This is an optimization exercise on Yosys and OpenROAD, whose aim is small area, a short achievable clock period and few clock cycles, not a production implementation.
The RTL was checked by simulation tests, not by an equivalence proof against the original design.
Power figures rest on the tool's default switching activity, not on a simulated workload.

==> design/flow/design.v <==
package imd_pkg;
	localparam int IMD_REG_WIDTH_DEF = 32;	 
	typedef enum logic [3:0] {
		IMD_NOP   = 4'd0,	 
		IMD_MFHI  = 4'd1,	 
		IMD_MFLO  = 4'd2,	 
		IMD_MTHI  = 4'd3,	 
		IMD_MTLO  = 4'd4,	 
		IMD_MULT  = 4'd5,	 
		IMD_MULTU = 4'd6,	 
		IMD_DIV   = 4'd7,	 
		IMD_DIVU  = 4'd8	 
	} imd_op_t;
	typedef enum logic [1:0] {
		SEQ_IDLE = 2'd0,	 
		SEQ_RUN  = 2'd1,	 
		SEQ_DONE = 2'd2		 
	} imd_seq_state_t;
endpackage
`timescale 1ns/1ps
module imd_top #(
	parameter int REG_WIDTH = imd_pkg::IMD_REG_WIDTH_DEF
) (
	input  logic			clk,
	input  logic			nrst,
	input  logic [3:0]		i_imuldiv_op,		 
	input  logic [REG_WIDTH-1:0]	i_rs_val,
	input  logic [REG_WIDTH-1:0]	i_rt_val,
	input  logic			i_mem_stall,
	input  logic			i_fetch_stall,
	input  logic			i_nullify_execute,
	input  logic			i_nullify_mem,
	input  logic			i_nullify_wb,
	output logic			o_exec_stall,		 
	output logic [REG_WIDTH-1:0]	o_rd_val,
	output logic			o_rd_valid
);
	localparam int W = REG_WIDTH;
	localparam int CW = $clog2(W);
	localparam int K = 4;			 
	localparam int NSTEP = W / K;
	logic		st_prep;	 
	logic		st_mul;		 
	logic		st_mfin;	 
	logic		st_norm;	 
	logic		st_div;		 
	logic		st_neg;		 
	logic [W-1:0]	hi, lo;		 
	logic [W-1:0]	d;		 
	logic [W-1:0]	m;		 
	logic [CW-1:0]	cnt;		 
	logic [CW:0]	za, zb;		 
	logic		cy;		 
	logic		md;		 
	logic		short_m;	 
	logic		nl, nd;		 
	logic		neg_l, neg_h;	 
	logic		mthi_m, mtlo_m, mthi_w, mtlo_w;
	logic		rd_hi;		 
	logic		op_mf, op_mfhi, op_mthi, op_mtlo, op_mul, op_div, op_signed;
	logic		busy, last, fin, stallable;
	logic		free;		 
	logic		adv, ld_arith, ld_mt, wr_mt;
	assign op_mfhi = (i_imuldiv_op == imd_pkg::IMD_MFHI);
	assign op_mf = op_mfhi || (i_imuldiv_op == imd_pkg::IMD_MFLO);
	assign op_mthi = (i_imuldiv_op == imd_pkg::IMD_MTHI);
	assign op_mtlo = (i_imuldiv_op == imd_pkg::IMD_MTLO);
	assign op_mul = (i_imuldiv_op == imd_pkg::IMD_MULT) || (i_imuldiv_op == imd_pkg::IMD_MULTU);
	assign op_div = (i_imuldiv_op == imd_pkg::IMD_DIV) || (i_imuldiv_op == imd_pkg::IMD_DIVU);
	assign op_signed = (i_imuldiv_op == imd_pkg::IMD_MULT) || (i_imuldiv_op == imd_pkg::IMD_DIV);
	assign busy = st_prep || st_mul || st_mfin || st_norm || st_div || st_neg;
	assign last = (cnt == '0);
	assign fin = (st_mfin && !neg_l) || (st_div && last && !neg_l && !neg_h) || st_neg;
	assign stallable = busy && !fin;
	assign free = !i_mem_stall && !i_fetch_stall;
	assign o_exec_stall = free && op_mf && stallable;
	assign adv = free && !(op_mf && stallable);
	assign ld_arith = free && !i_nullify_execute && (op_mul || op_div);
	assign ld_mt = free && !i_nullify_execute && (op_mthi || op_mtlo);
	assign wr_mt = adv && !i_nullify_wb;
	logic		a_neg, b_neg;
	assign a_neg = op_signed && i_rs_val[W-1];
	assign b_neg = op_signed && i_rt_val[W-1];
	function automatic logic is_small(input logic [W-1:0] v, input logic sgn);
		is_small = (v[W-1:W/2] == '0) ||
			(sgn && (v[W-1:W/2] == '1) && (v[W/2-1:0] != '0));
	endfunction
	logic		rs_small, rt_small, swap;
	logic [W-1:0]	lo_in, d_in;
	assign rs_small = is_small(i_rs_val, op_signed);
	assign rt_small = is_small(i_rt_val, op_signed);
	assign swap = op_mul && !rs_small && rt_small;
	assign lo_in = swap ? i_rt_val : i_rs_val;
	assign d_in = swap ? i_rs_val : i_rt_val;
	localparam int CSW = W + K;
	function automatic logic [2*CSW-1:0] csa(input logic [CSW-1:0] x, input logic [CSW-1:0] y,
		input logic [CSW-1:0] z);
		logic [CSW-1:0] s, c;
		s = x ^ y ^ z;
		c = ((x & y) | (x & z) | (y & z)) << 1;
		csa = {c, s};
	endfunction
	logic [CSW-1:0]	pp [K];
	logic [CSW-1:0]	s1, c1, s2, c2, s3, c3, cs_s, cs_c;
	logic [K:0]	cs_lo;		 
	always_comb
		for (int i = 0; i < K; i++)
			pp[i] = {{K{1'b0}}, d & {W{lo[i]}}} << i;
	assign {c1, s1} = csa({{K{1'b0}}, hi}, {{K{1'b0}}, m}, pp[0]);
	assign {c2, s2} = csa(pp[1], pp[2], pp[3]);
	assign {c3, s3} = csa(s1, c1, s2);
	assign {cs_c, cs_s} = csa(s3, c3, c2);
	assign cs_lo = {1'b0, cs_s[K-1:0]} + {1'b0, cs_c[K-1:0]} + {{K{1'b0}}, cy};
	logic [W:0]	sum;
	assign sum = {1'b0, hi} + {1'b0, m} + {{W{1'b0}}, md || cy};
	logic [W-1:0]	lo_neg, hi_neg, lo_mag, d_mag;
	assign lo_neg = ~lo + 1'b1;
	assign hi_neg = ~hi + {{(W-1){1'b0}}, md || !st_neg || (lo == '0)};
	assign lo_mag = nl ? lo_neg : lo;
	assign d_mag = nd ? hi_neg : d;
	function automatic logic [CW:0] clz(input logic [W-1:0] v);
		logic [CW-1:0]	n [W];
		logic		z [W];
		for (int i = 0; i < W; i++)
		begin
			z[i] = !v[W - 1 - i];
			n[i] = '0;
		end
		for (int l = 0; l < CW; l++)
		begin
			for (int i = 0; i < (W >> (l + 1)); i++)
			begin
				n[i] = z[2*i] ? (n[2*i+1] | CW'(1 << l)) : n[2*i];
				z[i] = z[2*i] && z[2*i+1];
			end
		end
		clz = {z[0], z[0] ? '0 : n[0]};
	endfunction
	logic [CW:0]	sh;
	logic		d_zero, q_zero;
	assign d_zero = zb[CW];
	assign q_zero = (zb < za);		 
	assign sh = zb - za;
	logic		end_div;	 
	assign end_div = (st_norm && (d_zero || q_zero)) || (st_div && last);
	always_ff @(posedge clk or negedge nrst)
	begin
		if (!nrst)
		begin
			st_prep <= 1'b0;
			st_mul <= 1'b0;
			st_mfin <= 1'b0;
			st_norm <= 1'b0;
			st_div <= 1'b0;
			st_neg <= 1'b0;
			o_rd_valid <= 1'b0;
			mthi_m <= 1'b0;
			mtlo_m <= 1'b0;
			mthi_w <= 1'b0;
			mtlo_w <= 1'b0;
		end
		else
		begin
			if (adv)
			begin
				o_rd_valid <= !i_nullify_execute && op_mf;
				mthi_m <= ld_mt && op_mthi;
				mtlo_m <= ld_mt && op_mtlo;
				mthi_w <= mthi_m && !i_nullify_mem;
				mtlo_w <= mtlo_m && !i_nullify_mem;
			end
			if (ld_arith)
			begin
				st_prep <= a_neg || b_neg || op_div;
				st_mul <= op_mul && !a_neg && !b_neg;
				st_mfin <= 1'b0;
				st_norm <= 1'b0;
				st_div <= 1'b0;
				st_neg <= 1'b0;
			end
			else
			begin
				st_prep <= 1'b0;
				st_mul <= (st_prep && !md) || (st_mul && !last);
				st_mfin <= st_mul && last;
				st_norm <= st_prep && md;
				st_div <= (st_norm && !d_zero && !q_zero) || (st_div && !last);
				st_neg <= ((st_mfin || end_div) && (neg_l || neg_h));
			end
		end
	end
	always_ff @(posedge clk)
	begin
		if (adv && !i_nullify_execute && op_mf)
			rd_hi <= op_mfhi;
		if (ld_arith)
		begin
			md <= op_div;
			short_m <= rs_small || rt_small;
			nl <= swap ? b_neg : a_neg;
			nd <= swap ? a_neg : b_neg;
			neg_l <= a_neg ^ b_neg;
			neg_h <= op_div ? a_neg : (a_neg ^ b_neg);
			cy <= 1'b0;
		end
		else if (st_mul)
			cy <= cs_lo[K];
		if (ld_arith)
			cnt <= CW'((rs_small || rt_small) ? NSTEP / 2 - 1 : NSTEP - 1);
		else if (st_norm)
			cnt <= sh[CW-1:0];
		else if (st_mul || st_div)
			cnt <= cnt - 1'b1;
		if (st_prep)
		begin
			za <= clz(lo_mag);
			zb <= clz(d_mag);
		end
		if (ld_arith)
			d <= d_in;
		else if (adv && (mthi_m || mtlo_m))
			d <= m;
		else if (st_prep)
			d <= d_mag;
		if (ld_mt)
			m <= i_rs_val;
		else if (ld_arith)
			m <= '0;
		else if (st_mul)
			m <= cs_c[CSW-1:K];
		else if (st_norm)
			m <= ~(d << sh[CW-1:0]);
		else if (st_div)
			m <= {1'b1, m[W-1:1]};
	end
	logic [W-1:0]	hi_seq, lo_seq;		 
	always_comb
	begin
		hi_seq = hi;
		lo_seq = lo;
		if (st_prep)
		begin
			hi_seq = '0;
			lo_seq = lo_mag;
		end
		if (st_mul)
		begin
			hi_seq = cs_s[CSW-1:K];
			lo_seq = {cs_lo[K-1:0], lo[W-1:K]};
		end
		if (st_mfin)
		begin
			if (short_m)
			begin
				hi_seq = {{(W/2){1'b0}}, sum[W-1:W/2]};
				lo_seq = {sum[W/2-1:0], lo[W-1:W/2]};
			end
			else
				hi_seq = sum[W-1:0];
		end
		if (st_norm)
		begin
			hi_seq = lo;
			lo_seq = {W{d_zero}};
		end
		if (st_div)
		begin
			if (sum[W])
				hi_seq = sum[W-1:0];
			lo_seq = {lo[W-2:0], sum[W]};
		end
		if (st_neg)
		begin
			if (neg_l)
				lo_seq = lo_neg;
			if (neg_h)
				hi_seq = hi_neg;
		end
	end
	always_ff @(posedge clk or negedge nrst)
	begin
		if (!nrst)
		begin
			hi <= '0;
			lo <= '0;
		end
		else if (ld_arith)
		begin
			lo <= lo_in;
			hi <= (a_neg || b_neg) ? d_in : '0;
		end
		else if (wr_mt && mthi_w)
			hi <= d;
		else if (wr_mt && mtlo_w)
			lo <= d;
		else
		begin
			hi <= hi_seq;
			lo <= lo_seq;
		end
	end
	assign o_rd_val = rd_hi ? hi : lo;
endmodule
==> design/flow/run.sh <==
#!/bin/bash
# synth_recipe.tcl (not shown) runs the flow's synth.tcl, then flattens the netlist and writes it again
# the make line also repeats each setting of config.mk as NAME=value (left out here)
make -C /OpenROAD-flow-scripts/flow DESIGN_CONFIG=/design/flow/config.mk WORK_HOME=/design/flow/orfs CLKGATE_MAP_FILE= SYNTH_SCRIPT=/design/flow/synth_recipe.tcl finish
==> design/flow/config.mk <==
export PLATFORM = sky130hd
export DESIGN_NAME = imd_top
export DESIGN_NICKNAME = imd_top
export VERILOG_FILES = /design/flow/design.v
export SDC_FILE = /design/flow/constraint.sdc
export NUM_CORES = 4
export LEC_CHECK = 0
export ABC_CLOCK_PERIOD_IN_PS = 3500
export CAP_MARGIN = 20
export CORE_MARGIN = 2
export CORE_UTILIZATION = 40
export SETUP_SLACK_MARGIN = 3.0
export SLEW_MARGIN = 20
==> design/flow/constraint.sdc <==
create_clock -name core_clock -period 6.5 [get_ports {clk}]
set_input_delay 1.3000 -clock core_clock [delete_from_list [all_inputs] [get_ports {clk}]]
set_output_delay 1.3000 -clock core_clock [all_outputs]
set_load 0.01 [all_outputs]
==> results.json, run 1 <==
{
  "crit_family": "simple AND/OR/NAND/NOR gates",
  "stdcell_count": 3956,
  "fp-row-count": 88,
  "cts_buffers": 17,
  "placed_area_um2": 25600,
  "worstPathArrival_ps": 5140,
  "drv_slew": 0,
  "port-buffer-count": 108,
  "startpoint_type": "flip-flop",
  "synthArstFlopShare_pct": 45.7,
  "path_clk_slew_ps": 80,
  "drt-total-wl_um": 145000,
  "antenna_found_initial": 9,
  "rsz0062_at_grt": "yes",
  "drt_iter0_drc": 3999,
  "multi_input_area_um2": 19600,
  "ys_seq_area_share_pct": 19.3,
  "io_pins": 109,
  "leakage_uw": 0.0117,
  "grt_max_degree": 66,
  "die_x_um": 246,
  "worst_ir_drop_vdd_v": 0.000857,
  "synth_top_cell_by_area": "edfxtp_1",
  "synth_area_leaders": "edfxtp_1 11%, fa_1 11%, dfrtp_1 8.0%, nand2_1 6.5%, a21oi_1 4.8%",
  "syn_nets": 3267,
  "nets": 3423,
  "wl_per_cell_um": 36.7,
  "grt_pass1_vias": 26000,
  "hp-class": "reg2reg",
  "crit_slowest_cell": "or4_4",
  "critical_path.endpoint_type": "flip-flop",
  "critPathBufInv": 0,
  "synthesis.area_um2": 23500,
  "hold_viol": 0,
  "grt_pass1_wl_um": 200000,
  "root_buffer": "clkbuf_16",
  "core-area_um2": 57800,
  "fin_tns_setup_ps": 0,
  "synth-seq-cells": 164,
  "crit_required_ps": 6770,
  "num_vias": 28200,
  "critPathMaxStageDelay_ps": 530,
  "netlist.area_leader.share_pct": 11.3,
  "worstSetupPathType": "reg2reg",
  "yosys_warnings": 6,
  "start_util_pct": 40.6,
  "dpl.cell_count": 3720,
  "cts_htree_levels": 4,
  "detail_route.vias_per_cell": 7.13,
  "gp_congestion": 1.05,
  "finalWorstPathRequiredPeriod_ps": 4870,
  "syn_inst": 3015,
  "clock_path_buffers": 2,
  "hpwl_um": 103000,
  "die_area_um2": 60600,
  "grt.overflow.total": 0,
  "fin_worst_skew_ps": 21.9,
  "max_freq_ghz": 0.205,
  "setup_viol": 0,
  "drive_gt1_share_pct": 26.0,
  "grtUsageTotal_pct": 46.8,
  "synth.distinct_cells": 99,
  "insertion_delay_ps": 530,
  "syn_avg_cell_area_um2": 7.78,
  "fill_cells": 5553,
  "first_pass_iters": 9,
  "slew_headroom_pct": 16.8,
  "status": "finished clean",
  "cts_tree": "yes",
  "tightest_slew_ps": 1250,
  "cp_cell_sequence": "or4_4, or3_4, nor4_4, nand4b_1, nand3b_1, ha_4, ha_4, or3b_4, or4_4, or3_4, a31oi_4, nand4_4, nor3_4, o2111ai_4, and4_1, o2bb2ai_1",
  "synth_top_flop_cell": "edfxtp_1",
  "powerDensity_nw_per_um2": 578,
  "cts.sinks": 164,
  "syn2layout_area_growth_pct": 28.3,
  "synth_edf_count": 88,
  "cp_max_fo": 4,
  "final-seq-area_um2": 4560,
  "drc": 0,
  "maxCapViolCount": 0,
  "postLayoutCellArea_um2": 30100,
  "ant_nets": 0,
  "period_share_pct": 74.9,
  "die-height_um": 246
}
-- area by class of cell --
type,count,share of cell area [%]
Inverter,119,1.52
Clock buffer,21,1.46
Clock inverter,11,0.349
Multi-Input combinational cell,2449,65.0
Tap cell,765,3.18
Sequential cell,164,15.2
Antenna cell,7,0.0582
Timing Repair Buffer,420,13.3
-- per-layer routing --
metal | vias to the layer above | track usage, % | share of wire, %
met1 | 13900 | 62.0 | 38
met5 | - | 0 | 0.025
met4 | 6 | 24.4 | 7.0
li1 | 11400 | - | -
met2 | 2368 | 67.9 | 41
met3 | 494 | 14.8 | 14
-- sequential cells by signal, summed over array words and instances (netlist names), 5 cells and up --
name / count
m: 32
hi: 32
lo: 32
zb: 6
d: 32
za: 6
cnt: 5
-- synth_stat cells, drive strengths merged, types with 15 or more instances --
| master | instances |
|---|---|
| a211oi | 36 |
| a21o | 26 |
| a21oi | 223 |
| a221oi | 42 |
| a222oi | 19 |
| a31oi | 56 |
| a32o | 29 |
| and2 | 61 |
| and3 | 15 |
| buf | 57 |
| clkbuf | 231 |
| dfrtp | 75 |
| edfxtp | 88 |
| fa | 127 |
| ha | 50 |
| inv | 117 |
| mux2 | 52 |
| mux2i | 110 |
| nand2 | 405 |
| nand2b | 26 |
| nand3 | 46 |
| nand4 | 30 |
| nor2 | 230 |
| nor2b | 25 |
| nor3 | 68 |
| nor4 | 39 |
| o211ai | 71 |
| o21a | 16 |
| o21ai | 215 |
| o22ai | 31 |
| o31ai | 25 |
| or3 | 32 |
| or4 | 18 |
| xnor2 | 69 |
| xor2 | 32 |
-- placed cells by master, fill, tap and decap left out, types with 19 or more instances in the layout --
| cell | count |
|---|---|
| a211oi_1 | 27 |
| a21o_1 | 26 |
| a21oi_1 | 205 |
| a221oi_2 | 21 |
| a222oi_1 | 19 |
| a31oi_1 | 43 |
| a32o_1 | 29 |
| and2_1 | 54 |
| buf_12 | 24 |
| buf_2 | 19 |
| buf_4 | 227 |
| buf_6 | 53 |
| clkbuf_16 | 22 |
| clkdlybuf4s50_1 | 36 |
| dfrtp_1 | 56 |
| dfrtp_2 | 19 |
| edfxtp_1 | 88 |
| fa_1 | 123 |
| ha_1 | 42 |
| inv_1 | 111 |
| mux2_2 | 37 |
| mux2i_1 | 85 |
| nand2_1 | 386 |
| nand2b_1 | 24 |
| nand3_1 | 38 |
| nand4_1 | 29 |
| nor2_1 | 210 |
| nor2b_1 | 22 |
| nor3_1 | 46 |
| o211ai_1 | 71 |
| o21ai_0 | 161 |
| o21ai_1 | 36 |
| o22ai_1 | 28 |
| o31ai_1 | 19 |
| or3_1 | 24 |
| xnor2_1 | 57 |
| xor2_1 | 23 |
-- power by group --
group          internal (µW)  leakage, µW  switching [µW]
registers               1630      0.00173             961
clock network            527     0.000254             554
logic                   5330      0.00971            8420
total                   7490       0.0117            9930
-- path summary, 6_finish.rpt --
path                       slack [ps]  depth (start not counted)    endpoint        from
hold / removal                    500                          1  o_rd_valid  o_rd_valid
hold reg to reg                   500                          1  o_rd_valid  o_rd_valid
min in group asynchronous         730                          1      st_div        nrst
setup reg to reg                 1630                         16       zb[0]       lo[9]
max in group asynchronous        4550                          2       hi[6]        nrst
setup / recovery                 1630                         16       zb[0]       lo[9]
-- worst reg2reg max path: stages (launching register included) --
cell	delay [ps]
dfrtp_2	410
or4_4	530
or3_4	370
nor4_4	200
nand4b_1	150
nand3b_1	240
ha_4	200
ha_4	130
or3b_4	390
or4_4	450
or3_4	360
a31oi_4	240
nand4_4	140
nor3_4	250
o2111ai_4	170
and4_1	260
o2bb2ai_1	130
-- metrics by stage --
stage	hold slack (ps)	power (µW)	utilization (%)	setup WS [ps]
after floorplan	462	9150	-	1610
after global placement	470	13900	44.3	928
after detailed placement	474	14000	44.3	912
after CTS	490	16200	49.9	1700
after global routing	498	18100	52.1	1550
final	496	17400	52.1	1630
-- cells by family after synthesis --
logic type,count (synthesis),synth area share [%]
and+or+nand+nor,1057,21.8
buffers and inverters,407,6.68
muxes,174,8.36
AOI/OAI and AO/OA,935,26.6
DFF,164,19.3
adders and majority gates,177,13.5
xor gates and xnor gates,101,3.77
-- repair_timing --
item,CTS,global route
pin swaps,84,81
hold buffers,0,0
gates cloned,9,6
setup endpoints to repair,249,153
gates resized for setup,545,233
setup buffers,130,52
Testbench counts, summed over its fixed seeds: cycles 31,303.
==> inputs of run 2 (changes only) <==
--- a/design/flow/config.mk
+++ b/design/flow/config.mk
@@ -6,8 +6,7 @@
 export NUM_CORES = 4
 export LEC_CHECK = 0
-export ABC_CLOCK_PERIOD_IN_PS = 3500
 export CAP_MARGIN = 20
 export CORE_MARGIN = 2
 export CORE_UTILIZATION = 40
-export SETUP_SLACK_MARGIN = 3.0
+export SETUP_SLACK_MARGIN = 2.0
 export SLEW_MARGIN = 20
==> run 2 against run 1 <==
  * Still clean on timing, DRC and antenna
  * Power down 7.3%
  * Synthesized cell count stayed put
  * First-iteration DRC count rose by 6.6%
  * Worst setup slack got worse by 28 ps
  * Count of clock-buffer cells in the layout did not move
  * Die area unchanged
  * Combinational power down 9%
  * Sequential power shrank 3%
  * Critical path type unchanged
  * Largest power group unchanged
  * Highest routed layer unchanged
==> results.json, run 2 <==
{
  "status": "finished clean",
  "placed_area_um2": 25500,
  "first_pass_iters": 13,
  "total_power_uw": 16100,
  "synth_compound_area_share_pct": 26.6,
  "crit_required_ps": 6770,
  "path_clk_slew_ps": 80,
  "synth_top_flop_cell": "edfxtp_1",
  "tightest_slew_ps": 1180,
  "netlist.area_leader.share_pct": 11.3,
  "drt_iter0_drc": 4262,
  "cp_max_fo": 4,
  "die_x_um": 246,
  "port-buffer-count": 108,
  "yosys_warnings": 6,
  "fin_worst_skew_ps": 23.9,
  "cts_buffers": 17,
  "drc": 0,
  "core-area_um2": 57800,
  "leakage_uw": 0.0105,
  "insertion_delay_ps": 540,
  "clock_path_buffers": 2,
  "maxCapViolCount": 0,
  "grt_max_degree": 74,
  "layout_common_cells": "401 x nand2_1, 225 x nor2_1, 222 x a21oi_1",
  "syn2layout_area_growth_pct": 14.8,
  "hold_viol": 0,
  "critPathBufInv": 0,
  "cts_tree": "yes",
  "syn_inst": 3015,
  "syn_avg_cell_area_um2": 7.78,
  "grt.met2_usage_pct": 64.6,
  "worstPathArrival_ps": 5170,
  "crit_family": "simple AND/OR/NAND/NOR gates",
  "critPathMaxStageDelay_ps": 560,
  "drv_slew": 0,
  "worst_ir_drop_vdd_v": 0.000386,
  "yosys.area_share.simple_pct": 21.8,
  "hp-class": "reg2reg",
  "use_met1_pct": 57.6,
  "fin_tns_setup_ps": 0,
  "cts.sinks": 164,
  "die-height_um": 246,
  "ys_seq_area_share_pct": 19.3,
  "synth.distinct_cells": 99,
  "synth_area_leaders": "edfxtp_1 11%, fa_1 11%, dfrtp_1 8.0%, nand2_1 6.5%, a21oi_1 4.8%",
  "drive_gt1_share_pct": 13.3,
  "startpoint_type": "flip-flop",
  "synthesis.area_um2": 23500,
  "antenna_found_initial": 10,
  "setup_viol": 0,
  "start_util_pct": 40.6,
  "layout_commonest_cell": "nand2_1",
  "grtUsageTotal_pct": 44.2,
  "gp_congestion": 1.05,
  "root_buffer": "clkbuf_16",
  "max_freq_ghz": 0.204,
  "period_share_pct": 75.4,
  "synth_xor_area_share_pct": 3.77,
  "synth_top_cell_by_area": "edfxtp_1",
  "grt_pass1_vias": 25200,
  "holdBufCountCts": 0,
  "grt_pass1_wl_um": 190000,
  "postLayoutCellArea_um2": 26900,
  "syn_nets": 3267,
  "detail_route.vias_per_cell": 7.06,
  "post-synth-top-count-cell": "nand2_1",
  "synth-seq-cells": 164,
  "hpwl_um": 102000,
  "grtUsageMet3_pct": 15.2,
  "busiest_layer": "met2",
  "nets": 3284,
  "die_area_um2": 60600,
  "ant_nets": 0,
  "wl_per_cell_um": 35.4,
  "num_vias": 27000,
  "crit_slowest_cell": "or4_4",
  "synth_top_family_by_area": "compound AO/OA/AOI/OAI gates",
  "io_pins": 109,
  "powerDensity_nw_per_um2": 599,
  "synth_common_cells": "405 x nand2_1, 230 x nor2_1, 226 x clkbuf_1, 223 x a21oi_1, 203 x o21ai_0",
  "fp-row-count": 88,
  "synthMuxAreaShare_pct": 8.36,
  "synthArstFlopShare_pct": 45.7,
  "critical_path.endpoint_type": "flip-flop",
  "grt.overflow.total": 0,
  "drt-total-wl_um": 135000,
  "rsz0062_at_grt": "yes",
  "synthAdderAreaFrac_pct": 13.5,
  "cts_htree_levels": 4,
  "slew_headroom_pct": 20.7,
  "synth_edf_count": 88,
  "worstSetupPathType": "reg2reg",
  "finalWorstPathRequiredPeriod_ps": 4900,
  "cp_cell_sequence": "or4_4, or3_4, nor4_4, nand4b_1, nand3b_1, ha_4, ha_4, or3b_4, or4_4, or3_4, a31oi_4, nand4_4, nor3_4, o2111ai_2, and4_1, o2bb2ai_1"
}
run 2: cell counts after synthesis:
No cell type changed its count.
run 2: final timing paths:
kind,startpoint,to,slack [ps],cells past startpoint
min,o_rd_valid,o_rd_valid,490,1
min in group asynchronous,nrst,st_norm,770,1
max reg2reg,lo[9],zb[1],1600,16
min reg2reg,o_rd_valid,o_rd_valid,490,1
max,lo[9],zb[1],1600,16
max in group asynchronous,nrst,lo[9],4590,2
run 2: power by group:
group	internal (µW)	switching, µW	total (µW)
Sequential	1630	881	2510
Clock	561	576	1140
Combinational	4630	7870	12500
Total	6810	9330	16100
run 2: area by class of cell:
| class | instances | area (µm²) |
|---|---|---|
| antenna | 7 | 17.5 |
| clock buffer | 21 | 503 |
| clock inverter | 11 | 86.3 |
| fill | 5904 | 30900 |
| inverter | 119 | 449 |
| multi-input combinational | 2445 | 17900 |
| sequential | 164 | 4550 |
| tap | 765 | 957 |
| timing repair buffer | 285 | 2470 |
run 2: cell families after synthesis:
group / count (synthesis)
AOI/OAI and AO/OA: 935
and+or+nand+nor: 1057
DFF: 164
adders and majority gates: 177
muxes: 174
buffers and inverters: 407
xor gates and xnor gates: 101
run 2: routing by layer:
| layer | part of all wire [%] | vias to the layer above |
|---|---|---|
| met4 | 6.1 | 12 |
| li1 | - | 11100 |
| met1 | 38 | 13300 |
| met5 | 0.061 | - |
| met3 | 13 | 423 |
| met2 | 42 | 2140 |
run 2: what timing repair did:
action	in CTS	in global routing
gates cloned	1	1
pin swaps	12	22
endpoints found under the setup margin	87	42
setup buffers	28	21
gates resized for setup	34	55
run 2: through the flow:
stage	std cells	hold WS (ps)	setup WS [ps]	utilization (%)
detailed placement	3727	469	890	44.2
floorplan	3015	464	1610	-
global placement	3727	469	980	44.2
global route	3812	518	1390	46.6
finish	3817	488	1600	46.6
CTS	3788	487	1620	45.9
==> inputs of run 3 (changes only) <==
--- a/design/flow/design.v
+++ b/design/flow/design.v
@@ -43,4 +43,5 @@
 	logic		st_mul;		 
 	logic		st_mfin;	 
+	logic		st_size;	 
 	logic		st_norm;	 
 	logic		st_div;		 
@@ -56,6 +57,9 @@
 	logic		nl, nd;		 
 	logic		neg_l, neg_h;	 
+	logic		zl;		 
+	logic		hz, lz;		 
 	logic		mthi_m, mtlo_m, mthi_w, mtlo_w;
 	logic		rd_hi;		 
+	logic [W-1:0]	hi_seq, lo_seq;	 
 	logic		op_mf, op_mfhi, op_mthi, op_mtlo, op_mul, op_div, op_signed;
 	logic		busy, last, fin, stallable;
@@ -69,5 +73,5 @@
 	assign op_div = (i_imuldiv_op == imd_pkg::IMD_DIV) || (i_imuldiv_op == imd_pkg::IMD_DIVU);
 	assign op_signed = (i_imuldiv_op == imd_pkg::IMD_MULT) || (i_imuldiv_op == imd_pkg::IMD_DIV);
-	assign busy = st_prep || st_mul || st_mfin || st_norm || st_div || st_neg;
+	assign busy = st_prep || st_mul || st_mfin || st_size || st_norm || st_div || st_neg;
 	assign last = (cnt == '0);
 	assign fin = (st_mfin && !neg_l) || (st_div && last && !neg_l && !neg_h) || st_neg;
@@ -116,5 +120,5 @@
 	logic [W-1:0]	lo_neg, hi_neg, lo_mag, d_mag;
 	assign lo_neg = ~lo + 1'b1;
-	assign hi_neg = ~hi + {{(W-1){1'b0}}, md || !st_neg || (lo == '0)};
+	assign hi_neg = ~hi + {{(W-1){1'b0}}, md || !st_neg || zl};
 	assign lo_mag = nl ? lo_neg : lo;
 	assign d_mag = nd ? hi_neg : d;
@@ -151,7 +155,10 @@
 			st_mul <= 1'b0;
 			st_mfin <= 1'b0;
+			st_size <= 1'b0;
 			st_norm <= 1'b0;
 			st_div <= 1'b0;
 			st_neg <= 1'b0;
+			hz <= 1'b1;
+			lz <= 1'b1;
 			o_rd_valid <= 1'b0;
 			mthi_m <= 1'b0;
@@ -170,9 +177,14 @@
 				mtlo_w <= mtlo_m && !i_nullify_mem;
 			end
+			if (ld_arith || (wr_mt && mthi_w))
+				hz <= 1'b0;
+			if (ld_arith || (wr_mt && mtlo_w))
+				lz <= 1'b0;
 			if (ld_arith)
 			begin
-				st_prep <= a_neg || b_neg || op_div;
+				st_prep <= a_neg || b_neg;
 				st_mul <= op_mul && !a_neg && !b_neg;
 				st_mfin <= 1'b0;
+				st_size <= op_div && !a_neg && !b_neg;
 				st_norm <= 1'b0;
 				st_div <= 1'b0;
@@ -184,5 +196,6 @@
 				st_mul <= (st_prep && !md) || (st_mul && !last);
 				st_mfin <= st_mul && last;
-				st_norm <= st_prep && md;
+				st_size <= st_prep && md;
+				st_norm <= st_size;
 				st_div <= (st_norm && !d_zero && !q_zero) || (st_div && !last);
 				st_neg <= ((st_mfin || end_div) && (neg_l || neg_h));
@@ -206,4 +219,6 @@
 		else if (st_mul)
 			cy <= cs_lo[K];
+		if (st_mfin)
+			zl <= (lo_seq == '0);
 		if (ld_arith)
 			cnt <= CW'((rs_small || rt_small) ? NSTEP / 2 - 1 : NSTEP - 1);
@@ -212,8 +227,8 @@
 		else if (st_mul || st_div)
 			cnt <= cnt - 1'b1;
-		if (st_prep)
+		if (st_size)
 		begin
-			za <= clz(lo_mag);
-			zb <= clz(d_mag);
+			za <= clz(lo);
+			zb <= clz(d);
 		end
 		if (ld_arith)
@@ -234,5 +249,4 @@
 			m <= {1'b1, m[W-1:1]};
 	end
-	logic [W-1:0]	hi_seq, lo_seq;		 
 	always_comb
 	begin
@@ -278,12 +292,7 @@
 		end
 	end
-	always_ff @(posedge clk or negedge nrst)
+	always_ff @(posedge clk)
 	begin
-		if (!nrst)
-		begin
-			hi <= '0;
-			lo <= '0;
-		end
-		else if (ld_arith)
+		if (ld_arith)
 		begin
 			lo <= lo_in;
@@ -300,4 +309,4 @@
 		end
 	end
-	assign o_rd_val = rd_hi ? hi : lo;
+	assign o_rd_val = (hi & {W{rd_hi && !hz}}) | (lo & {W{!rd_hi && !lz}});
 endmodule
--- a/design/flow/config.mk
+++ b/design/flow/config.mk
@@ -9,4 +9,4 @@
 export CORE_MARGIN = 2
 export CORE_UTILIZATION = 40
-export SETUP_SLACK_MARGIN = 2.0
+export SETUP_SLACK_MARGIN = 2.5
 export SLEW_MARGIN = 20
==> run 3 against run 2 <==
  * Fmax grew 18%
  * Synthesized cell count down 14%
  * Clock skew fell by 13 ps
  * Area after synthesis decreased by 7.9%
  * Sequential cell count increased by 4
  * Non-clock buffer count shrank 52
  * Clock power fell by 11%
  * Power is 2.1% higher
  * Die area fell by 7.8%
  * Count of clock-buffer cells in the layout is 3 lower
==> results.json, run 3 <==
{
  "max_freq_ghz": 0.241,
  "grtUsageTotal_pct": 40.0,
  "fin_worst_skew_ps": 11.1,
  "io_pins": 109,
  "drv_slew": 0,
  "netlist.area_leader.share_pct": 21.3,
  "worstPathArrival_ps": 4400,
  "slew_headroom_pct": 19.6,
  "grt_max_degree": 78,
  "fp-row-count": 85,
  "status": "finished clean",
  "detail_route.vias_per_cell": 7.10,
  "gp_congestion": 1.07,
  "crit_required_ps": 6750,
  "clock_path_buffers": 2,
  "syn_inst": 2589,
  "cts_tree": "yes",
  "drt-total-wl_um": 115000,
  "hp-class": "reg2reg",
  "cts.sinks": 168,
  "yosys_warnings": 6,
  "wl_per_cell_um": 34.6,
  "worstSetupPathType": "reg2reg",
  "holdBufCountCts": 0,
  "rsz0062_at_grt": "yes",
  "cts_buffers": 17,
  "first_pass_iters": 6,
  "worst_ir_drop_vdd_v": 0.000289,
  "start_util_pct": 40.3,
  "cts_htree_levels": 4,
  "synth-seq-cells": 168,
  "synth_common_cells": "229 x a21oi_1, 229 x nand2_1, 212 x nor2_1, 198 x clkbuf_1, 153 x edfxtp_1",
  "synthesis.area_um2": 21600,
  "critPathMaxStageDelay_ps": 450,
  "worst_hold_slack_ps": 505,
  "die-height_um": 236,
  "antenna_found_initial": 1,
  "syn_nets": 2841,
  "synth_edf_count": 153,
  "ant_nets": 0,
  "finalWorstPathRequiredPeriod_ps": 4150,
  "layout_commonest_cell": "a21oi_1",
  "core-area_um2": 53600,
  "die_area_um2": 55900,
  "rrSetupSlack_ps": 2350,
  "die_x_um": 236,
  "setup_viol": 0,
  "maxCapViolCount": 0,
  "fill_cells": 5263,
  "port-buffer-count": 108,
  "period_share_pct": 63.8,
  "critical_path.endpoint_type": "flip-flop",
  "grt.overflow.total": 0,
  "tightest_slew_ps": 1200,
  "num_vias": 23500,
  "cp_cell_sequence": "clkinv_2, buf_4, ha_1, nor3b_2, buf_4, and4_2, nand3_1, mux2_1, a21oi_1, a21oi_1, nor4_2, nand4_1, nor4_4",
  "synth_top_cell_by_area": "edfxtp_1",
  "path_clk_slew_ps": 70,
  "ys_seq_area_share_pct": 23.0,
  "startpoint_type": "flip-flop",
  "syn_avg_cell_area_um2": 8.35,
  "layout_common_cells": "227 x a21oi_1, 226 x nand2_1, 202 x nor2_1",
  "grt_pass1_vias": 22000,
  "nets": 2852,
  "syn2layout_area_growth_pct": 14.7,
  "crit_slowest_cell": "edfxtp_1",
  "synthArstFlopShare_pct": 8.33,
  "synth_area_leaders": "edfxtp_1 21%, fa_1 12%, a21oi_1 5.3%, mux2i_1 4.1%, nand2_1 4.0%",
  "hpwl_um": 86800,
  "leakage_uw": 0.00982,
  "drive_gt1_share_pct": 11.9,
  "fin_tns_setup_ps": 0,
  "root_buffer": "clkbuf_16",
  "insertion_delay_ps": 470,
  "grt_pass1_wl_um": 161000,
  "synth.distinct_cells": 98,
  "total_power_uw": 16500,
  "synth_top_flop_cell": "edfxtp_1",
  "drc": 0,
  "hold_viol": 0,
  "drt_iter0_drc": 4018,
  "powerDensity_nw_per_um2": 665,
  "cp_max_fo": 15
}
[run 3: changes by cell type after synthesis, moves of 38 or more]
cell and change:
o21ai_0 -65, nand2_1 -176, inv_1 -38, and2_1 +58, edfxtp_1 +65, dfrtp_1 -63
[run 3: per-layer routing]
metal  global-route usage [%]  wire length (µm)  vias up
met2                     55.3             45300     2103
li1                         -                 -     9632
met5                     1.21               208        -
met1                     53.6             42900    11400
met3                     15.4             18700      369
met4                     21.1              7500        4
[run 3: worst max-delay path: cells and delay by family, from the launching register on]
family | cells | cell delay, ps
and+or+nand+nor | 6 | 1760
buffers and inverters | 3 | 720
DFF | 1 | 450
muxes | 1 | 350
AOI/OAI and AO/OA | 2 | 350
adders and majority gates | 1 | 270
[run 3: report_power, final]
part	internal [µW]	leakage, µW	switching, µW
sequential	1870	0.00172	1070
clock	509	0.000269	507
combinational	4750	0.00783	7770
total	7130	0.00982	9340
[run 3: final cells by class]
type                       instances  area [µm²]  area share [%]
antenna                            1        2.50          0.0101
multi-input combinational       2098       15900            64.2
sequential                       168        4970            20.0
inverter                          82         319            1.29
clock inverter                    14         115           0.464
clock buffer                      18         439            1.77
timing repair buffer             233        2150            8.68
tap                              696         871            3.51
[run 3: worst paths after layout]
kind / cells after the start / startpoint / to
max reg2reg: 13 / lo[0] / zl
min: 1 / lz / lz
min in group asynchronous: 1 / nrst / st_prep
max in group asynchronous: 1 / nrst / st_norm
max: 13 / lo[0] / zl
min reg2reg: 1 / lz / lz
[run 3: repair_timing]
action / CTS / global route
cloned: 1 / 0
gates resized for setup: 67 / 79
buffers inserted: 31 / 15
setup endpoints to repair: 233 / 147
pin swaps: 13 / 10
[run 3: cells by family (layout without fill, tap and decap cells)]
family                   after synthesis  after routing  share of synthesized area [%]
AO/OA/AOI/OAI                        865            865                           27.2
XOR/XNOR                             101            101                           4.09
multiplexers                         110            110                           5.48
AND/OR/NAND/NOR                      844            845                           19.6
buffers and inverters                324            347                           5.94
flip-flops                           168            168                           23.0
other                                  0              1                              0
adder cells (fa/ha/maj)              177            177                           14.7
[run 3: metrics by stage]
step           instances  setup WS (ps)  utilization [%]  instance area, µm²
2_1_floorplan       2589           2510                -               21600
3_3_place_gp        3229           1490             43.4               23300
3_5_place_dp        3230           1410             43.4               23300
4_1_cts             3294           2380             45.4               24400
5_1_grt             3309           2300             46.2               24800
6_report            3310           2350             46.2               24800
Testbench counts of run 3, summed over its fixed seeds: cycles 31,557.
==> inputs of run 4 (changes only) <==
--- a/design/flow/config.mk
+++ b/design/flow/config.mk
@@ -9,4 +9,4 @@
 export CORE_MARGIN = 2
 export CORE_UTILIZATION = 40
-export SETUP_SLACK_MARGIN = 2.5
+export SETUP_SLACK_MARGIN = 1.5
 export SLEW_MARGIN = 20
==> run 4 against run 3 <==
  * Still clean
  * Non-clock buffer count is 43 lower
  * Sequential cell count stayed put
  * Final cell count is 1.3% lower
  * Core utilization is 1.7 points lower
  * Critical path depth is 1 higher
  * Via count is 0.11% lower
  * Synthesized cell count stayed put
  * Die area stayed put
  * Combinational power is 3% lower
  * Fmax is 19% lower
  * Largest cell class unchanged
==> results.json, run 4 <==
{
  "status": "finished clean",
  "nets": 2808,
  "rsz0062_at_grt": "yes",
  "layout_commonest_cell": "nand2_1",
  "hp-class": "reg2reg",
  "fill_cells": 5348,
  "synth_top_flop_cell": "edfxtp_1",
  "path_clk_slew_ps": 80,
  "setup_viol": 0,
  "first_pass_iters": 6,
  "die_x_um": 236,
  "synth_compound_area_share_pct": 27.2,
  "root_buffer": "clkbuf_16",
  "crit_required_ps": 6710,
  "insertion_delay_ps": 470,
  "synth_top_family_by_area": "compound AO/OA/AOI/OAI gates",
  "syn_avg_cell_area_um2": 8.35,
  "r2r_start": "lo[0]",
  "start_util_pct": 40.3,
  "syn_nets": 2841,
  "grtUsageTotal_pct": 39.8,
  "detail_route.vias_per_cell": 7.18,
  "fp-row-count": 85,
  "synth_area_leaders": "edfxtp_1 21%, fa_1 12%, a21oi_1 5.3%, mux2i_1 4.1%, nand2_1 4.0%",
  "maxCapViolCount": 0,
  "fin_util_pct": 44.5,
  "drv_slew": 0,
  "postLayoutCellArea_um2": 23900,
  "drive_gt1_share_pct": 7.51,
  "antenna_found_initial": 4,
  "critical_path.endpoint_type": "flip-flop",
  "drt_iter0_drc": 4644,
  "tightest_slew_ps": 1190,
  "max_freq_ghz": 0.196,
  "ys_seq_area_share_pct": 23.0,
  "num_vias": 23500,
  "min_from": "o_rd_valid",
  "holdBufCountCts": 0,
  "cts.sinks": 168,
  "synth_edf_count": 153,
  "finalWorstPathRequiredPeriod_ps": 5100,
  "die-height_um": 236,
  "setup_slack_ps": 1400,
  "grt_pass1_wl_um": 161000,
  "drc": 0,
  "worstSetupPathType": "reg2reg",
  "ant_nets": 0,
  "clock_path_buffers": 2,
  "synth_common_cells": "229 x a21oi_1, 229 x nand2_1, 212 x nor2_1, 198 x clkbuf_1, 153 x edfxtp_1",
  "grt.overflow.total": 0,
  "core-area_um2": 53600,
  "netlist.area_leader.share_pct": 21.3,
  "yosys.area_share.simple_pct": 19.6,
  "io_pins": 109,
  "fin_worst_skew_ps": 17.7,
  "port-buffer-count": 108,
  "leakage_uw": 0.00929,
  "grt_pass1_vias": 22000,
  "cp_max_fo": 8,
  "pre_cts_ws_ps": 1540,
  "period_share_pct": 78.4,
  "synth_xor_area_share_pct": 4.09,
  "synth.distinct_cells": 98,
  "worstPathArrival_ps": 5310,
  "stdcell_count": 3267,
  "slew_headroom_pct": 20.6,
  "grt_max_degree": 65,
  "placed_area_um2": 23300,
  "synth_top_cell_by_area": "edfxtp_1",
  "powerDensity_nw_per_um2": 676,
  "gp_congestion": 1.09,
  "worst_ir_drop_vdd_v": 0.000251,
  "fin_tns_setup_ps": 0,
  "cts_htree_levels": 4,
  "drt-total-wl_um": 114000,
  "die_area_um2": 55900,
  "cts_tree": "yes",
  "hpwl_um": 86900,
  "startpoint_type": "flip-flop",
  "yosys_warnings": 6,
  "wl_per_cell_um": 34.8,
  "cts_buffers": 17,
  "hold_viol": 0,
  "synthMuxAreaShare_pct": 5.48,
  "syn_inst": 2589,
  "critPathLaunch": "lo[0]",
  "synthAdderAreaFrac_pct": 14.7,
  "synthesis.area_um2": 21600,
  "synth-seq-cells": 168,
  "syn2layout_area_growth_pct": 10.5,
  "synthArstFlopShare_pct": 8.33,
  "dpl.cell_count": 3231,
  "layout_common_cells": "229 x nand2_1, 228 x a21oi_1, 208 x nor2_1"
}
-- run 4: cell count changes in the layout (fill, tap and decap cells not counted), sizes merged --
cell / before / now
diode: 1 / 2
dlymetal6s2s: 21 / 0
inv: 85 / 88
bufinv: 0 / 1
clkdlybuf4s50: 82 / 108
dlygate4sd2: 3 / 0
clkinv: 8 / 5
buf: 125 / 82
clkdlybuf4s15: 2 / 0
or3b: 6 / 5
clkinvlp: 3 / 2
-- run 4: cell type report --
cell class | count | area, µm² | share of cell area [%]
diodes | 2 | 5.00 | 0.0210
clock buffers | 18 | 429 | 1.80
clock inverters | 14 | 151 | 0.634
inverters | 82 | 309 | 1.29
multi-input cells | 2097 | 15400 | 64.7
flip-flops and latches | 168 | 4970 | 20.8
well taps | 696 | 871 | 3.65
repair buffers | 190 | 1700 | 7.11
-- run 4: per-stage QoR --
step,power [µW],hold WS [ps]
floorplan,9310,473
global placement,14100,468
detailed placement,14100,482
CTS,15300,503
global route,16600,518
finish,16100,498
-- run 4: power breakdown --
part           internal [µW]  total, µW  switching (µW)  leakage [µW]
Clock                    546       1070             527      0.000281
Combinational           4510      12100            7640       0.00729
Sequential              1870       2920            1050       0.00172
-- run 4: logic make-up (layout without fill, tap and decap cells) --
logic type	after synthesis	in the layout
compound gates	865	865
simple gates	844	844
buf+inv	324	304
fa+ha+maj	177	177
flops	168	168
mux	110	110
xor+xnor	101	101
other cells	0	2
-- run 4: critical path: stages (launching register included) --
cell and delay, ps:
edfxtp_1 550, clkinv_1 130, buf_4 280, nor2_1 100
fa_1 490, inv_1 50, fa_1 510, inv_1 50
ha_1 340, xor2_1 230, o31ai_1 410, a21oi_1 120
a221oi_1 910, nand4_1 250, nor4_2 420
-- run 4: what timing repair did --
item | in CTS | in global routing
hold endpoints to repair | 0 | 0
resized for setup | 0 | 2
setup buffers | 0 | 2
endpoints found under the setup margin | 0 | 6
-- run 4: per-layer routing --
layer | GRT usage [%] | wire length (µm)
met1 | 53.3 | 43500
met2 | 55.6 | 45200
met3 | 15.5 | 18200
met4 | 19.8 | 6900
met5 | 0 | 41
-- run 4: worst paths after layout --
path                         endpoint  slack (ps)  depth (start not counted)
setup / recovery                   zl        1400                         14
max in group asynchronous     st_norm        4750                          1
setup reg to reg                   zl        1400                         14
hold / removal             o_rd_valid         500                          1
hold reg to reg            o_rd_valid         500                          1
min in group asynchronous      mthi_m        1250                          1
==> inputs of run 5 (changes only) <==
--- a/design/flow/config.mk
+++ b/design/flow/config.mk
@@ -9,4 +9,4 @@
 export CORE_MARGIN = 2
 export CORE_UTILIZATION = 40
-export SETUP_SLACK_MARGIN = 1.5
+export SETUP_SLACK_MARGIN = 3.5
 export SLEW_MARGIN = 20
==> run 5 against run 4 <==
  * Largest cell class unchanged
  * Largest power group unchanged
  * Combinational power is about 30% higher
  * Sequential cell count stayed put
  * Routed wire length rose by 12%
  * Synthesized cell count unchanged
  * Power up 22%
  * Clock skew grew 2.0 ps
  * Highest routed layer unchanged
  * Non-clock buffer count grew 233
  * Die area stayed put
==> results.json, run 5 <==
{
  "syn_nets": 2841,
  "grt_max_degree": 99,
  "busiest_layer": "met2",
  "synth_top_flop_cell": "edfxtp_1",
  "r2r_start": "lo[0]",
  "nets": 3053,
  "cts.sinks": 168,
  "max_freq_ghz": 0.240,
  "rsz0062_at_grt": "yes",
  "hp-class": "reg2reg",
  "startpoint_type": "flip-flop",
  "port-buffer-count": 108,
  "synth-seq-cells": 168,
  "use_met1_pct": 55.6,
  "grtUsageMet3_pct": 17.0,
  "crit_path_end": "zl",
  "drive_gt1_share_pct": 35.2,
  "synthesis.area_um2": 21600,
  "grt_pass1_vias": 23000,
  "tightest_slew_ps": 1210,
  "worstSetupPathType": "reg2reg",
  "syn2layout_area_growth_pct": 37.4,
  "yosys_warnings": 6,
  "antenna_found_initial": 5,
  "path_clk_slew_ps": 70,
  "grt_pass1_wl_um": 171000,
  "synth_top_cell_by_area": "edfxtp_1",
  "fin_tns_setup_ps": 0,
  "wl_per_cell_um": 36.1,
  "die_x_um": 236,
  "status": "finished clean",
  "die-height_um": 236,
  "powerDensity_nw_per_um2": 660,
  "worstPathArrival_ps": 4420,
  "first_pass_iters": 11,
  "start_util_pct": 40.3,
  "drt_iter0_drc": 4176,
  "maxCapViolCount": 0,
  "fin_worst_skew_ps": 19.7,
  "leakage_uw": 0.0113,
  "stdcell_count": 3515,
  "total_power_uw": 19600,
  "netlist.area_leader.share_pct": 21.3,
  "hpwl_um": 87800,
  "r2r_end": "zl",
  "setup_viol": 0,
  "core-area_um2": 53600,
  "syn_avg_cell_area_um2": 8.35,
  "io_pins": 109,
  "cts_htree_levels": 4,
  "gp_congestion": 1.07,
  "drc": 0,
  "synth_common_cells": "229 x a21oi_1, 229 x nand2_1, 212 x nor2_1, 198 x clkbuf_1, 153 x edfxtp_1",
  "grtUsageTotal_pct": 42.6,
  "synthArstFlopShare_pct": 8.33,
  "finalWorstPathRequiredPeriod_ps": 4170,
  "root_buffer": "clkbuf_16",
  "drv_slew": 0,
  "synth_area_leaders": "edfxtp_1 21%, fa_1 12%, a21oi_1 5.3%, mux2i_1 4.1%, nand2_1 4.0%",
  "drt-total-wl_um": 127000,
  "critPathLaunch": "lo[0]",
  "insertion_delay_ps": 480,
  "num_vias": 25600,
  "cp_max_fo": 4,
  "layout_common_cells": "211 x nand2_1, 201 x buf_4, 183 x nor2_1",
  "ys_seq_area_share_pct": 23.0,
  "cts_buffers": 17,
  "hold_viol": 0,
  "synth_edf_count": 153,
  "clock_path_buffers": 2,
  "reg2regPathDepth": 16,
  "detail_route.vias_per_cell": 7.29,
  "fp-row-count": 85,
  "crit_required_ps": 6750,
  "period_share_pct": 64.1,
  "dpl.cell_count": 3227,
  "grt.met2_usage_pct": 60.4,
  "layout_commonest_cell": "nand2_1",
  "cts_tree": "yes",
  "die_area_um2": 55900,
  "syn_inst": 2589,
  "rrSetupSlack_ps": 2330,
  "grt.overflow.total": 0,
  "ant_nets": 0,
  "setup_slack_ps": 2330,
  "critical_path.endpoint_type": "flip-flop",
  "pre_cts_ws_ps": 1450,
  "slew_headroom_pct": 19.0,
  "worst_ir_drop_vdd_v": 0.000354,
  "synth.distinct_cells": 98
}
-- run 5: final cells by class --
cell class              instances  area, µm²
well taps                     696        871
clock buffers                  21        440
multi-input cells            2106      18700
fillers                      4739      23900
repair inverters                3       22.5
diodes                          5       12.5
clock inverters                11       82.6
flip-flops and latches        168       4970
repair buffers                423       4280
inverters                      82        343
-- run 5: cell families after synthesis --
family / share of synthesized area [%]
adder cells (fa/ha/maj): 14.7
XOR/XNOR: 4.09
buffers and inverters: 5.94
AND/OR/NAND/NOR: 19.6
flip-flops: 23.0
multiplexers: 5.48
AO/OA/AOI/OAI: 27.2
-- run 5: how the worst min path moves through the flow --
stage | slack (ps) | start | cells past startpoint | end
final | 500 | o_rd_valid | 1 | o_rd_valid
after global routing | 530 | o_rd_valid | 1 | o_rd_valid
after CTS | 510 | o_rd_valid | 1 | o_rd_valid
after detailed placement | 490 | hz | 1 | hz
after global placement | 470 | o_rd_valid | 1 | o_rd_valid
after floorplan | 470 | mtlo_m | 2 | mtlo_m
-- run 5: worst max-delay path, stage by stage, from the launching register on --
cell and delay [ps]:
edfxtp_1 440, buf_6 170, clkinv_4 50, buf_12 130, nor2_4 50, fa_1 490, inv_1 50, fa_2 340
fa_1 540, inv_2 60, ha_4 290, xor2_4 200, o21ai_4 100, a21oi_2 140, o211ai_1 170, or3b_4 450
nor4_4 260
-- run 5: routing by layer --
| layer | wire length (µm) | part of all wire (%) |
|---|---|---|
| met5 | 190 | 0.15 |
| met4 | 10300 | 8.1 |
| met3 | 20800 | 16 |
| met2 | 50700 | 40 |
| met1 | 45100 | 36 |
-- run 5: power by group --
part           leakage (µW)  internal [µW]  total, µW  switching [µW]
sequential          0.00172           1870       2950            1070
combinational       0.00935           6420      15700            9240
clock              0.000257            520       1000             483
total                0.0113           8810      19600           10800
-- run 5: timing repair --
item | 4_1_cts | 5_1_grt
buffers inserted | 106 | 116
gates resized for setup | 700 | 503
pin swaps | 182 | 150
setup endpoints to repair | 313 | 301
gates cloned | 22 | 7
hold buffers | 0 | 0
-- run 5: per-stage QoR --
step                hold slack, ps  util [%]  area (µm²)
finish                         499      55.4       29700
global route                   527      55.4       29700
CTS                            510      50.4       27000
detailed placement             487      43.9       23600
global placement               467      43.9       23500
floorplan                      473         -       22300
==> inputs of run 6 (changes only) <==
==> design/flow/flow/run.sh (new file) <==
#!/bin/bash
# Standard layout, with the resizer free to change a cell's footprint
# (the platform default pins repairs to the original footprint, which keeps
# the delay-cell port buffers that buffer_ports places).
set -euo pipefail
bash standard.sh MATCH_CELL_FOOTPRINT=0 finish > standard_make.log 2>&1
==> design/flow/standard.sh (new file) <==
#!/bin/bash
# synth_recipe.tcl (not shown) runs the flow's synth.tcl, then flattens the netlist and writes it again
# the make line also repeats each setting of config.mk as NAME=value (left out here)
make -C /OpenROAD-flow-scripts/flow DESIGN_CONFIG=/design/flow/config.mk WORK_HOME=/design/flow/orfs CLKGATE_MAP_FILE= SYNTH_SCRIPT=/design/flow/synth_recipe.tcl "${@:-finish}"
--- a/design/flow/config.mk
+++ b/design/flow/config.mk
@@ -9,4 +9,4 @@
 export CORE_MARGIN = 2
 export CORE_UTILIZATION = 40
-export SETUP_SLACK_MARGIN = 3.5
+export SETUP_SLACK_MARGIN = 2.5
 export SLEW_MARGIN = 20
removed: design/flow/run.sh
==> run 6 against run 5 <==
  * Register-to-register slack worse by 70 ps
  * Core utilization is 9.0 points lower
  * Synthesized cell count stayed put
  * Sequential power is 3% higher
  * Worst setup slack worse by 69 ps
  * Fmax is 1.6% lower
  * Global-route usage is 1.3 points lower
==> results.json, run 6 <==
{
  "cts_tree": "yes",
  "finalWorstPathRequiredPeriod_ps": 4240,
  "whs_path_depth": 2,
  "netlist.area_leader.share_pct": 21.3,
  "layout_common_cells": "225 x nand2_1, 225 x a21oi_1, 203 x nor2_1",
  "status": "finished clean",
  "first_pass_iters": 11,
  "fill_cells": 5334,
  "r2r_end": "zl",
  "hold_viol": 0,
  "syn_avg_cell_area_um2": 8.35,
  "grt_pass1_vias": 22500,
  "seqPwrFrac_pct": 18.0,
  "tightest_slew_ps": 1070,
  "drv_slew": 0,
  "power_frac_clock_pct": 5.9,
  "powerDensity_nw_per_um2": 680,
  "crit_required_ps": 6730,
  "syn_inst": 2589,
  "worstSetupPathType": "reg2reg",
  "cp_cell_sequence": "inv_1, nor2_1, fa_1, inv_1, fa_1, inv_1, ha_1, xor2_1, o31ai_2, a21oi_1, a221oi_2, buf_4, nand4_1, nor4_4",
  "drive_gt1_share_pct": 12.3,
  "synthesis.area_um2": 21600,
  "die-height_um": 236,
  "wl_per_cell_um": 35.7,
  "cp_max_fo": 5,
  "worst_ir_drop_vdd_v": 0.000246,
  "rsz0062_at_grt": "yes",
  "synth-seq-cells": 168,
  "antenna_found_initial": 5,
  "holdBufCountCts": 0,
  "fp-row-count": 85,
  "period_share_pct": 65.2,
  "insertion_delay_ps": 460,
  "drt-total-wl_um": 119000,
  "critical_path.endpoint_type": "flip-flop",
  "fin_tns_setup_ps": 0,
  "postLayoutCellArea_um2": 24900,
  "start_util_pct": 40.3,
  "synth_top_flop_cell": "edfxtp_1",
  "syn_nets": 2841,
  "switchingPower_uw": 9660,
  "slew_headroom_pct": 27.9,
  "cts_htree_levels": 4,
  "port-buffer-count": 108,
  "hp-class": "reg2reg",
  "drt_iter0_drc": 3961,
  "startpoint_type": "flip-flop",
  "die_x_um": 236,
  "yosys_warnings": 6,
  "internal_power_uw": 7270,
  "rrSetupSlack_ps": 2260,
  "grt_max_degree": 86,
  "maxCapViolCount": 0,
  "cts.sinks": 168,
  "synth.distinct_cells": 98,
  "fin_worst_skew_ps": 12.8,
  "num_vias": 24000,
  "min_to": "mtlo_m",
  "io_pins": 109,
  "hpwl_um": 88900,
  "leakage_uw": 0.00982,
  "nets": 2868,
  "placed_area_um2": 23300,
  "syn2layout_area_growth_pct": 15.2,
  "critPathMaxStageDelay_ps": 540,
  "swShare_pct": 57.1,
  "grtUsageTotal_pct": 41.3,
  "root_buffer": "clkbuf_16",
  "ys_seq_area_share_pct": 23.0,
  "path_clk_slew_ps": 80,
  "dpl.cell_count": 3232,
  "grt.overflow.total": 0,
  "grt_pass1_wl_um": 166000,
  "core-area_um2": 53600,
  "critPathMostFrequentCell": "inv_1",
  "worstPathArrival_ps": 4470,
  "die_area_um2": 55900,
  "detail_route.vias_per_cell": 7.20,
  "min_from": "mtlo_m",
  "setup_viol": 0,
  "drc": 0,
  "max_freq_ghz": 0.236,
  "synth_area_leaders": "edfxtp_1 21%, fa_1 12%, a21oi_1 5.3%, mux2i_1 4.1%, nand2_1 4.0%",
  "synth_common_cells": "229 x a21oi_1, 229 x nand2_1, 212 x nor2_1, 198 x clkbuf_1, 153 x edfxtp_1",
  "power_frac_comb_pct": 76.1,
  "crit_slowest_cell": "edfxtp_1",
  "synthArstFlopShare_pct": 8.33,
  "ant_nets": 0,
  "reg2regPathDepth": 14,
  "cts_buffers": 17,
  "synth_top_cell_by_area": "edfxtp_1",
  "stdcell_count": 3328,
  "r2r_start": "d[2]",
  "gp_congestion": 1.07,
  "clock_path_buffers": 2,
  "synth_edf_count": 153
}
-- run 6: worst max-delay path by stage --
stage | from | endpoint | slack [ps] | cells after the start
floorplan | lo[3] | zl | 2510 | 15
global placement | i_rs_val[18] | hi[31] | 1420 | 9
global route | lo[0] | zl | 2230 | 13
detailed placement | i_imuldiv_op[0] | hi[10] | 1370 | 10
CTS | lo[0] | zl | 2310 | 13
finish | d[2] | zl | 2260 | 14
-- run 6: timing repair --
item | in CTS | in global routing
hold endpoints to repair | 0 | 0
gates cloned | 1 | 1
pin swaps | 16 | 10
resized for setup | 69 | 63
setup buffers | 34 | 25
endpoints found under the setup margin | 256 | 152
-- run 6: power by group through the flow --
stage,logic (µW),registers [µW],clock network [µW]
6_report,12900,3040,1000
2_1_floorplan,7070,2240,0
5_1_grt,13400,3020,1030
3_3_place_gp,11300,2970,0
4_1_cts,11900,2940,997
3_5_place_dp,11300,2970,0
-- run 6: metrics by stage --
stage	worst slack (ps)	utilization (%)	total power [µW]	hold WS (ps)
global placement	1420	43.4	14300	498
floorplan	2510	-	9310	473
CTS	2310	45.5	15800	515
finish	2260	46.4	16900	512
detailed placement	1370	43.4	14300	495
global route	2230	46.4	17400	529
-- run 6: final cells by class --
type,instances,area [µm²],area share (%)
tap,696,871,3.50
inverter,82,322,1.29
multi-input combinational,2098,15900,63.8
sequential,168,4970,20.0
clock buffer,17,425,1.71
antenna,3,7.51,0.0302
timing repair buffer,249,2290,9.19
clock inverter,15,118,0.473
-- run 6: metal layers --
| metal | GRT usage, % | routed length (µm) | up-vias |
|---|---|---|---|
| met5 | 0 | 0 | - |
| met4 | 21.6 | 7590 | 0 |
| met3 | 15.5 | 18200 | 395 |
| met2 | 58.7 | 48000 | 2150 |
| met1 | 54.5 | 44900 | 11700 |
| li1 | - | - | 9696 |
-- run 6: critical path: cells and delay by family (launching register included) --
family                   cells  cell delay (ps)
buffers and inverters        4              510
XOR/XNOR                     1              230
AO/OA/AOI/OAI                3              710
adder cells (fa/ha/maj)      3             1350
AND/OR/NAND/NOR              3              660
flip-flops                   1              540
-- run 6: logic make-up after synthesis --
| family | after synthesis | share of synthesized area, % |
|---|---|---|
| compound gates | 865 | 27.2 |
| simple gates | 844 | 19.6 |
| buf+inv | 324 | 5.94 |
| fa+ha+maj | 177 | 14.7 |
| flops | 168 | 23.0 |
| mux | 110 | 5.48 |
| xor+xnor | 101 | 4.09 |
==> inputs of run 7 (changes only) <==
--- a/design/flow/design.v
+++ b/design/flow/design.v
@@ -87,6 +87,5 @@
 	assign b_neg = op_signed && i_rt_val[W-1];
 	function automatic logic is_small(input logic [W-1:0] v, input logic sgn);
-		is_small = (v[W-1:W/2] == '0) ||
-			(sgn && (v[W-1:W/2] == '1) && (v[W/2-1:0] != '0));
+		is_small = (v[W-1:W/2] == '0) || (sgn && (v[W-1:W/2-1] == '1));
 	endfunction
 	logic		rs_small, rt_small, swap;
@@ -220,5 +219,5 @@
 			cy <= cs_lo[K];
 		if (st_mfin)
-			zl <= (lo_seq == '0);
+			zl <= (lo[W-1:W/2] == '0) && (short_m ? (sum[W/2-1:0] == '0) : (lo[W/2-1:0] == '0));
 		if (ld_arith)
 			cnt <= CW'((rs_small || rt_small) ? NSTEP / 2 - 1 : NSTEP - 1);
==> design/flow/run.sh (new file) <==
#!/bin/bash
# synth_recipe.tcl (not shown) runs the flow's synth.tcl, then flattens the netlist and writes it again
# the make line also repeats each setting of config.mk as NAME=value (left out here)
make -C /OpenROAD-flow-scripts/flow DESIGN_CONFIG=/design/flow/config.mk WORK_HOME=/design/flow/orfs CLKGATE_MAP_FILE= SYNTH_SCRIPT=/design/flow/synth_recipe.tcl finish
removed: design/flow/flow/run.sh
removed: design/flow/standard.sh
==> run 7 against run 6 <==
  * Still clean on timing, DRC and antenna
  * Critical endpoint is now hi[26]
  * Sequential cell count unchanged
  * Register-to-register slack improved by 180 ps
  * Critical path type unchanged
  * Fmax increased by 4.3%
  * Die area decreased by 2.8%
  * Core utilization increased by 0.70 points
  * Power decreased by 12%
  * Combinational power decreased by 14%
  * Clock power increased by 8%
  * Sequential power decreased by 8.6%
  * Non-clock buffer count increased by 1
  * Highest routed layer is now met5
==> results.json, run 7 <==
{
  "path_clk_slew_ps": 80,
  "port-buffer-count": 108,
  "first_pass_iters": 7,
  "finalWorstPathRequiredPeriod_ps": 4060,
  "holdBufCountCts": 0,
  "worst_ir_drop_vdd_v": 0.000244,
  "min_from": "o_rd_valid",
  "layout_common_cells": "408 x nand2_1, 221 x a21oi_1, 206 x nor2_1",
  "synth-seq-cells": 168,
  "drv_slew": 0,
  "cts_tree": "yes",
  "switchingPower_uw": 8150,
  "nets": 2913,
  "internal_power_uw": 6820,
  "root_buffer": "clkbuf_16",
  "cts_buffers": 17,
  "hold_viol": 0,
  "critPathBufInv": 2,
  "synth_area_leaders": "edfxtp_1 22%, fa_1 12%, nand2_1 7.5%, a21oi_1 5.3%, nor2_1 3.8%",
  "cts_htree_levels": 4,
  "layout_commonest_cell": "nand2_1",
  "drt_iter0_drc": 3626,
  "drc": 0,
  "power_frac_comb_pct": 74.2,
  "insertion_delay_ps": 520,
  "critPathMostFrequentCell": "fa_1",
  "die_x_um": 233,
  "pre_cts_ws_ps": 1620,
  "startpoint_type": "flip-flop",
  "period_share_pct": 62.5,
  "leakage_uw": 0.00928,
  "slew_headroom_pct": 30.1,
  "max_freq_ghz": 0.246,
  "fin_worst_skew_ps": 17.5,
  "seqPwrFrac_pct": 18.6,
  "core-area_um2": 51600,
  "fill_cells": 5057,
  "synth_top_flop_cell": "edfxtp_1",
  "setup_viol": 0,
  "worstPathArrival_ps": 4320,
  "post-synth-top-count-cell": "nand2_1",
  "crit_family": "adder cells",
  "gp_congestion": 1.03,
  "critical_path.endpoint_type": "flip-flop",
  "drive_gt1_share_pct": 11.2,
  "r2r_start": "lo[3]",
  "rrSetupSlack_ps": 2440,
  "powerDensity_nw_per_um2": 615,
  "grt_pass1_wl_um": 152000,
  "grt_pass1_vias": 21500,
  "antenna_found_initial": 4,
  "grt_max_degree": 75,
  "cts.sinks": 168,
  "hpwl_um": 78100,
  "setup_slack_ps": 2440,
  "critPathLaunch": "lo[3]",
  "die_area_um2": 54400,
  "crit_required_ps": 6750,
  "critPathMaxStageDelay_ps": 570,
  "ys_seq_area_share_pct": 23.6,
  "num_vias": 23000,
  "hp-class": "reg2reg",
  "netlist.area_leader.share_pct": 21.9,
  "whs_path_depth": 1,
  "reg2regPathDepth": 11,
  "swShare_pct": 54.4,
  "maxCapViolCount": 0,
  "worst-path-stages": 11,
  "fp-row-count": 83,
  "rsz0062_at_grt": "yes",
  "syn_inst": 2632,
  "synthesis.area_um2": 21000,
  "worstSetupPathType": "reg2reg",
  "tightest_slew_ps": 1050,
  "detail_route.vias_per_cell": 6.85,
  "clock_path_buffers": 2,
  "yosys_warnings": 6,
  "status": "finished clean",
  "drt-total-wl_um": 106000,
  "fin_tns_setup_ps": 0,
  "grtUsageTotal_pct": 38.8,
  "synth_top_cell_by_area": "edfxtp_1",
  "start_util_pct": 40.7,
  "cp_cell_sequence": "buf_6, buf_4, nand2_1, fa_1, fa_1, fa_1, nor2_1, a211oi_1, a21oi_1, a221oi_4, o221ai_1",
  "synthArstFlopShare_pct": 8.33,
  "antennaDiodeCount": 0,
  "die-height_um": 233,
  "syn_nets": 2884,
  "syn_avg_cell_area_um2": 7.98,
  "io_pins": 109,
  "grt.overflow.total": 0,
  "crit_slowest_cell": "fa_1",
  "syn2layout_area_growth_pct": 15.8,
  "power_frac_clock_pct": 7.2,
  "synth_common_cells": "417 x nand2_1, 224 x a21oi_1, 215 x nor2_1, 213 x clkbuf_1, 153 x edfxtp_1",
  "wl_per_cell_um": 31.6,
  "ant_nets": 0,
  "synth.distinct_cells": 79,
  "synth_edf_count": 153,
  "cp_max_fo": 18
}
-- run 7: cell count changes in the layout (fill, tap and decap cells not counted), sizes merged, moves of 13 or more --
| cell | before | now |
|---|---|---|
| a221oi | 45 | 20 |
| xnor2 | 58 | 75 |
| a21o | 38 | 24 |
| inv | 84 | 132 |
| nor2b | 24 | 11 |
| nand2 | 229 | 417 |
| and2 | 119 | 43 |
| mux2i | 88 | 74 |
| o221ai | 45 | 21 |
| a32o | 5 | 25 |
-- run 7: per-layer routing --
layer / up-vias / share of wire (%) / wire length, µm / global-route usage, %
met5: - / 0.12 / 127 / 1.65
met4: 4 / 4.9 / 5230 / 16.6
met3: 324 / 14 / 15400 / 13.8
met2: 1737 / 42 / 44800 / 56.1
met1: 11300 / 38 / 40700 / 51.8
li1: 9559 / - / - / -
-- run 7: worst register-to-register path: cells and delay by family, from the launching register on --
family | cells | cell delay (ps)
adders and majority gates | 3 | 1670
AOI/OAI and AO/OA | 4 | 1030
buffers and inverters | 2 | 540
DFF | 1 | 370
and+or+nand+nor | 2 | 190
-- run 7: stage by stage --
| stage | utilization (%) | area [µm²] | std cells | hold slack [ps] | total power, µW |
|---|---|---|---|---|---|
| 4_1_cts | 46.2 | 23800 | 3326 | 500 | 14300 |
| 6_report | 47.1 | 24300 | 3354 | 492 | 15000 |
| 2_1_floorplan | - | 21000 | 2632 | 463 | 8730 |
| 3_5_place_dp | 43.9 | 22600 | 3253 | 478 | 12700 |
| 5_1_grt | 47.1 | 24300 | 3354 | 514 | 15800 |
| 3_3_place_gp | 43.9 | 22600 | 3253 | 490 | 12600 |
-- run 7: final cells by class --
| class | instances | area (µm²) | area share (%) |
|---|---|---|---|
| clock buffers | 18 | 429 | 1.76 |
| repair buffers | 250 | 2310 | 9.51 |
| well taps | 680 | 851 | 3.50 |
| multi-input cells | 2100 | 15100 | 62.3 |
| clock inverters | 14 | 144 | 0.592 |
| inverters | 124 | 472 | 1.94 |
| flip-flops and latches | 168 | 4970 | 20.4 |
-- run 7: timing repair --
item	4_1_cts	5_1_grt
setup endpoints to repair	81	70
cloned	2	1
gates resized for setup	77	56
pin swaps	17	24
buffers inserted	39	26
-- run 7: cells by family after synthesis --
family                   synth area share [%]
AO/OA/AOI/OAI                            24.6
XOR/XNOR                                 5.04
adder cells (fa/ha/maj)                  15.1
buffers and inverters                    6.57
flip-flops                               23.6
multiplexers                             5.08
AND/OR/NAND/NOR                          20.0
-- run 7: power by group through the flow --
stage          clock network (µW)  registers [µW]  logic, µW
4_1_cts                      1090            2740      10400
5_1_grt                      1120            2800      11900
2_1_floorplan                   0            2200       6530
3_3_place_gp                    0            2840       9750
3_5_place_dp                    0            2840       9900
6_report                     1080            2780      11100
-- run 7: path summary, 6_finish.rpt --
path	to
max	hi[26]
min	o_rd_valid
max reg2reg	hi[26]
min reg2reg	o_rd_valid
max in group asynchronous	st_norm
min in group asynchronous	st_prep
Testbench counts of run 7, summed over its fixed seeds: cycles 31,558.

Check on run 7: ideal ports give 2.438 ns setup slack; a clkbuf_16 on the clock port and buf_2 on the inputs give 2.438 ns; moving port delays by the midpoint clock arrival (0.572 ns) as well gives 1.917 ns.
